This design comes from an exercise in tuning for small area on the open sky130 flow, not from production work.
Only simulation tests tie the RTL to the original design; equivalence was not proved.
Power and IR drop assume default switching activity. The clock port is modelled as an ideal driver; clocking choices that lean on that would not hold on a real chip.

## systolic_job_ctrl
module systolic_job_ctrl
#(
    parameter int unsigned DATAWIDTH = 16,
    parameter int unsigned N_SIZE    = 8
) (
    input  logic                          clk,
    input  logic                          rst_n,
    input  logic                          ld_valid,
    output logic                          ld_ready,
    input  logic                          ld_sel,
    input  logic [N_SIZE*DATAWIDTH-1:0]   ld_data,
    output logic                          res_valid,
    input  logic                          res_ready,
    output logic [N_SIZE*2*DATAWIDTH-1:0] res_data,
    output logic                          res_last,
    output logic                          busy,
    output logic                          err,
    output logic                          arr_rst_n,
    output logic                          arr_valid_in,
    output logic [N_SIZE*DATAWIDTH-1:0]   arr_a,
    output logic [N_SIZE*DATAWIDTH-1:0]   arr_b,
    input  logic                          arr_valid_out,
    input  logic [N_SIZE*2*DATAWIDTH-1:0] arr_c
);
    localparam int unsigned   IW      = ((N_SIZE < 2) ? 1 : $clog2(N_SIZE));
    localparam int unsigned   RW      = N_SIZE * DATAWIDTH;
    localparam int unsigned   CRW     = N_SIZE * 2 * DATAWIDTH;
    localparam logic [IW-1:0] LastIdx = IW'(N_SIZE - 1);
    sys_job_pkg::state_t state_q, state_d;
    logic [IW-1:0] a_cnt_q, a_cnt_d;
    logic [IW-1:0] b_cnt_q, b_cnt_d;
    logic          a_full_q, a_full_d;
    logic          b_full_q, b_full_d;
    logic [IW-1:0] idx_q, idx_d;
    logic            in_load, in_feed, in_collect, in_out;
    logic            ld_fire, a_wr, b_wr, idx_step, idx_last;
    logic            a_keep, b_shift, b_keep, c_shift, c_keep;
  ...
==> flow/config.mk <==
export PLATFORM = sky130hd
export DESIGN_NAME = systolic_job_ctrl
export DESIGN_NICKNAME = systolic_job_ctrl
export VERILOG_FILES = /design/flow/design.v
export SDC_FILE = /design/flow/constraint.sdc
export NUM_CORES = 4
export LEC_CHECK = 0
export CAP_MARGIN = 20
export CORE_MARGIN = 2
export CORE_UTILIZATION = 45
export SLEW_MARGIN = 20
==> flow/constraint.sdc <==
create_clock -name core_clock -period 10.0 [get_ports {clk}]
set_input_delay 2.0000 -clock core_clock [delete_from_list [all_inputs] [get_ports {clk}]]
set_output_delay 2.0000 -clock core_clock [all_outputs]
set_load 0.01 [all_outputs]
standard.sh (not shown) runs the stock make flow with config.mk's settings and CLKGATE_MAP_FILE= SYNTH_SCRIPT=/design/flow/synth_recipe.tcl, a recipe that flattens the netlist after the stock synthesis.
==> flow/flow/run.sh <==
#!/bin/bash
# Own layout flow: the standard flow, with three changes:
#   - synthesis maps logic with an area-oriented ABC script (flow/area.abc) in place of ORFS's;
#     everything else in synthesis (registers, names) is the standard synthesis script
#   - ports are buffered with the smallest buffer
#   - clock tree: explicit clustering, no dummy loads
#   - the resizer caps fanout (flow/fanout.tcl) when it buffers high-fanout nets
# Each tool's output stays in orfs/logs/; make's own output goes to flow_make.log here.
set -euo pipefail
W=$PWD
export MY_ABC_SCRIPT=$W/flow/area.abc
export PRE_RESIZE_TCL=$W/flow/fanout.tcl
{
  echo 'proc abc {args} { set i [lsearch -exact $args -script]; if {$i >= 0} { lset args [expr {$i + 1}] $::env(MY_ABC_SCRIPT) }; yosys abc {*}$args }'
  cat "$W/synth_recipe.tcl"
} > "$W/flow_synth.tcl"
CTS="-sink_clustering_enable -repair_clock_nets -dont_use_dummy_load -sink_clustering_size 30 -sink_clustering_max_diameter 100 -buf_list sky130_fd_sc_hd__clkbuf_16"
bash "$W/standard.sh" \
  "SYNTH_SCRIPT=$W/flow_synth.tcl" \
  "BUFFER_PORTS_ARGS=-buffer_cell sky130_fd_sc_hd__buf_1" \
  "CTS_ARGS=$CTS" \
  finish > "$W/flow_make.log" 2>&1
==> flow/flow/area.abc <==
strash
&get -n
&st
&dch
&nf -R 1000
&put
==> flow/flow/fanout.tcl <==
# Cap fanout before the resizer buffers high-fanout nets, so that no routed net is huge.
set_max_fanout 48 [current_design]
Rerun with:
--- a/flow/flow/run.sh
+++ b/flow/flow/run.sh
@@ -7 +6,0 @@
-#   - the resizer caps fanout (flow/fanout.tcl) when it buffers high-fanout nets
@@ -12 +10,0 @@
-export PRE_RESIZE_TCL=$W/flow/fanout.tcl
@@ -17 +15 @@
-CTS="-sink_clustering_enable -repair_clock_nets -dont_use_dummy_load -sink_clustering_size 30 -sink_clustering_max_diameter 100 -buf_list sky130_fd_sc_hd__clkbuf_16"
+CTS="-sink_clustering_enable -repair_clock_nets -dont_use_dummy_load -sink_clustering_size 26 -sink_clustering_max_diameter 100 -buf_list sky130_fd_sc_hd__clkbuf_16"
- CORE_UTILIZATION: 45 -> 38
removed: flow/flow/fanout.tcl
Sequential share of layout area went down by 0.19 points.
Combinational power decreases by about 2%.
Cell area hardly moves.
Via count decreases by about 1.8%.
Wire length drops by about 2%.
Total power hardly moves.
Critical path depth decreases by 9.
Maximum frequency grows by 33%.
Area after synthesis is unchanged.

* * *

The RTL this note starts from:
==> flow/design.v <==
package sys_job_pkg;
    typedef logic [1:0] state_t;
    localparam state_t StLoad    = 2'b00;
    localparam state_t StFeed    = 2'b01;
    localparam state_t StCollect = 2'b11;
    localparam state_t StOut     = 2'b10;
    localparam int unsigned WDOG_MULT = 4;
endpackage
import sys_job_pkg::*;
module sys_mat_buf
#(
    parameter int unsigned WIDTH  = 16,
    parameter int unsigned N_SIZE = 5
) (
    input  logic                     clk,
    input  logic                     shift,
    input  logic                     keep,
    input  logic [WIDTH-1:0]         wr_data,
    output logic [N_SIZE*WIDTH-1:0]  rows
);
    logic [N_SIZE*WIDTH-1:0] mem_q;
    always_ff @(posedge clk) begin
        mem_q <= ({N_SIZE*WIDTH{shift}} & ~{wr_data, mem_q[N_SIZE*WIDTH-1:WIDTH]})
               | ({N_SIZE*WIDTH{keep}}  & ~mem_q);
    end
    assign rows = mem_q;
endmodule
import sys_job_pkg::*;
module systolic_job_ctrl
#(
    parameter int unsigned DATAWIDTH = 16,
    parameter int unsigned N_SIZE    = 8
) (
    input  logic                          clk,
    input  logic                          rst_n,
    input  logic                          ld_valid,
    output logic                          ld_ready,
    input  logic                          ld_sel,
    input  logic [N_SIZE*DATAWIDTH-1:0]   ld_data,
    output logic                          res_valid,
    input  logic                          res_ready,
    output logic [N_SIZE*2*DATAWIDTH-1:0] res_data,
    output logic                          res_last,
    output logic                          busy,
    output logic                          err,
    output logic                          arr_rst_n,
    output logic                          arr_valid_in,
    output logic [N_SIZE*DATAWIDTH-1:0]   arr_a,
    output logic [N_SIZE*DATAWIDTH-1:0]   arr_b,
    input  logic                          arr_valid_out,
    input  logic [N_SIZE*2*DATAWIDTH-1:0] arr_c
);
    localparam int unsigned   IW      = ((N_SIZE < 2) ? 1 : $clog2(N_SIZE));
    localparam int unsigned   RW      = N_SIZE * DATAWIDTH;
    localparam int unsigned   CRW     = N_SIZE * 2 * DATAWIDTH;
    localparam logic [IW-1:0] LastIdx = IW'(N_SIZE - 1);
    sys_job_pkg::state_t state_q, state_d;
    logic [IW-1:0] a_cnt_q, a_cnt_d;
    logic [IW-1:0] b_cnt_q, b_cnt_d;
    logic          a_full_q, a_full_d;
    logic          b_full_q, b_full_d;
    logic [IW-1:0] idx_q, idx_d;
    logic          ph_q;
    logic            in_load, in_feed, in_collect, in_out;
    logic            ld_fire, a_wr, b_wr, idx_step, idx_last;
    logic            a_keep, b_shift, b_keep, c_shift, c_keep;
    logic [N_SIZE*RW-1:0] b_rows;
    logic [N_SIZE*CRW-1:0] c_rows;
    logic [RW-1:0]   ld_x, a_col;
    logic [CRW-1:0]  arr_c_x;
    assign in_load    = (state_q == StLoad);
    assign in_feed    = (state_q == StFeed);
    assign in_collect = (state_q == StCollect);
    assign in_out     = (state_q == StOut);
    assign ld_ready = !in_feed && !(ld_sel ? b_full_q : a_full_q);
    assign ld_fire  = ld_valid && ld_ready;
    assign a_wr     = ld_fire && !ld_sel;
    assign b_wr     = ld_fire && ld_sel;
    assign idx_step = in_feed || (in_collect && arr_valid_out) || (in_out && res_ready);
    assign idx_last = (idx_q == LastIdx);
    assign a_keep  = !a_wr && !in_feed && (a_full_q || (a_cnt_q != '0));
    assign b_shift = b_wr || in_feed;
    assign b_keep  = !b_shift && (b_full_q || (b_cnt_q != '0));
    assign c_shift = (in_collect && arr_valid_out) || (in_out && res_ready);
    assign c_keep  = state_q[1] && !c_shift;
    assign res_valid    = in_out;
    assign res_last     = in_out && idx_last;
    assign res_data     = c_rows[CRW-1:0] ^ {CRW{ph_q}};
    assign busy         = !in_load;
    assign err          = 1'b0;
    assign arr_rst_n    = state_q[0];
    assign arr_valid_in = in_feed;
    assign arr_b        = b_rows[RW-1:0] ^ {RW{ph_q}};
    assign arr_a        = a_col ^ {RW{ph_q}};
    assign ld_x    = ld_data ^ {RW{ph_q}};
    assign arr_c_x = arr_c ^ {CRW{ph_q}};
    logic [RW-1:0] a_q [N_SIZE];
    logic [RW-1:0] a_up [N_SIZE];
    logic [RW-1:0] a_left [N_SIZE];
    always_comb begin
        for (int i = 0; i < N_SIZE; i++) begin
            a_up[i]   = (i == N_SIZE - 1) ? ld_x : a_q[(i + 1) % N_SIZE];
            a_left[i] = {{DATAWIDTH{1'b0}}, a_q[i][RW-1:DATAWIDTH]};
            a_col[i*DATAWIDTH +: DATAWIDTH] = a_q[i][DATAWIDTH-1:0];
        end
    end
    always_ff @(posedge clk) begin
        for (int i = 0; i < N_SIZE; i++) begin
            a_q[i] <= ~(({RW{a_wr}} & a_up[i]) | ({RW{in_feed}} & a_left[i]) | ({RW{a_keep}} & a_q[i]));
        end
    end
    sys_mat_buf #(
        .WIDTH  (RW),
        .N_SIZE (N_SIZE)
    ) u_b_buf (
        .clk     (clk),
        .shift   (b_shift),
        .keep    (b_keep),
        .wr_data (ld_x),
        .rows    (b_rows)
    );
    sys_mat_buf #(
        .WIDTH  (CRW),
        .N_SIZE (N_SIZE)
    ) u_c_buf (
        .clk     (clk),
        .shift   (c_shift),
        .keep    (c_keep),
        .wr_data (arr_c_x),
        .rows    (c_rows)
    );
    always_comb begin
        state_d  = state_q;
        a_cnt_d  = a_cnt_q;
        b_cnt_d  = b_cnt_q;
        a_full_d = a_full_q;
        b_full_d = b_full_q;
        idx_d    = idx_step ? idx_q + 1'b1 : idx_q;
        if (a_wr) begin
            a_cnt_d = a_cnt_q + 1'b1;
            if (a_cnt_q == LastIdx) a_full_d = 1'b1;
        end
        if (b_wr) begin
            b_cnt_d = b_cnt_q + 1'b1;
            if (b_cnt_q == LastIdx) b_full_d = 1'b1;
        end
        unique case (state_q)
            StLoad: begin
                if (a_full_q && b_full_q) state_d = StFeed;
            end
            StFeed: begin
                if (idx_last) begin
                    state_d  = StCollect;
                    a_full_d = 1'b0;
                    b_full_d = 1'b0;
                end
            end
            StCollect: begin
                if (arr_valid_out && idx_last) state_d = StOut;
            end
            StOut: begin
                if (res_ready && idx_last) begin
                    state_d = (a_full_q && b_full_q) ? StFeed : StLoad;
                end
            end
            default: state_d = StLoad;
        endcase
    end
    always_ff @(posedge clk or negedge rst_n) begin
        if (!rst_n) begin
            state_q  <= StLoad;
            a_cnt_q  <= '0;
            b_cnt_q  <= '0;
            a_full_q <= 1'b0;
            b_full_q <= 1'b0;
            idx_q    <= '0;
            ph_q     <= 1'b0;
        end else begin
            state_q  <= state_d;
            a_cnt_q  <= a_cnt_d;
            b_cnt_q  <= b_cnt_d;
            a_full_q <= a_full_d;
            b_full_q <= b_full_d;
            idx_q    <= idx_d;
            ph_q     <= !ph_q;
        end
    end
endmodule
clock: 10.0 ns
lec_check: 0
cap_margin: 20
core_margin: 2
core_utilization: 55
slew_margin: 20
==> flow/flow/run.sh <==
#!/bin/bash
# Own layout flow: the standard flow, with three changes:
#   - synthesis maps logic with an area-oriented ABC script (flow/area.abc) in place of ORFS's;
#     everything else in synthesis (registers, names) is the standard synthesis script
#   - ports are buffered with the smallest buffer
#   - clock tree: explicit clustering, no dummy loads
# Each tool's output stays in orfs/logs/; make's own output goes to flow_make.log here.
set -euo pipefail
W=$PWD
export MY_ABC_SCRIPT=$W/flow/area.abc
{
  echo 'proc abc {args} { set i [lsearch -exact $args -script]; if {$i >= 0} { lset args [expr {$i + 1}] $::env(MY_ABC_SCRIPT) }; yosys abc {*}$args }'
  cat "$W/synth_recipe.tcl"
} > "$W/flow_synth.tcl"
CTS="-sink_clustering_enable -repair_clock_nets -dont_use_dummy_load -sink_clustering_size 30 -sink_clustering_max_diameter 100 -buf_list sky130_fd_sc_hd__clkbuf_16"
bash "$W/standard.sh" \
  "SYNTH_SCRIPT=$W/flow_synth.tcl" \
  "BUFFER_PORTS_ARGS=-buffer_cell sky130_fd_sc_hd__buf_1" \
  "CTS_ARGS=$CTS" \
  finish > "$W/flow_make.log" 2>&1
Scripts as last shown in full above: flow/flow/area.abc
The first run completed without violations.
Change:
--- a/flow/flow/run.sh
+++ b/flow/flow/run.sh
@@ -14,3 +14,3 @@
 } > "$W/flow_synth.tcl"
-CTS="-sink_clustering_enable -repair_clock_nets -dont_use_dummy_load -sink_clustering_size 30 -sink_clustering_max_diameter 100 -buf_list sky130_fd_sc_hd__clkbuf_16"
+CTS="-sink_clustering_enable -repair_clock_nets -dont_use_dummy_load"
 bash "$W/standard.sh" \
Effect:
- via count is higher by a few percent
- first-iteration DRC count is lower by a few percent
- setup slack is worse by 75 ps
- combinational power barely changes
- clock-buffer cell count is higher by 250
- wire length is higher by a few percent
- die area stays the same
- power is higher by roughly a tenth
- global-route usage is higher by 0.64 points

## what the ideal ports hide
The results above use ideal ports. As a check the final layouts listed here were re-extracted and re-timed, cells and wires unchanged.
Step 1 (the two cells are an assumption about what drives the block):
set clk [get_ports {clk}]
set_driving_cell -lib_cell sky130_fd_sc_hd__clkbuf_16 $clk
set_driving_cell -lib_cell sky130_fd_sc_hd__buf_2 [delete_from_list [all_inputs] $clk]
Step 2 times the ports against the registers' clock, not the clock port: input delays grow and output delays shrink by t, the midpoint of the rising clock arrivals with the driver on.
Three values: ideal, step 1, step 2; two values: the first two.
run | shift t [ns] | slack for setup (ns) | worst setup path at the end | slew at the worst register clock pin (ns)
the first run of note 1 | 0.894 | 2.763 / 2.838 / 1.944 | input to register | 0.11 / 0.11
the second run of note 1 | 0.928 | 4.549 / 4.447 / 4.044 | input to register | 0.10 / 0.10
the first run of note 2 | 0.912 | 4.023 / 3.929 / 3.672 | input to register | 0.11 / 0.11
the second run of note 2 | 1.012 | 3.948 / 3.855 / 3.663 | input to register | 0.07 / 0.07
After both steps every run listed still meets setup and hold. For the first run of note 1, which loses most, drivers alone change the setup slack by +0.075 ns; drivers and shift together by -0.819 ns.
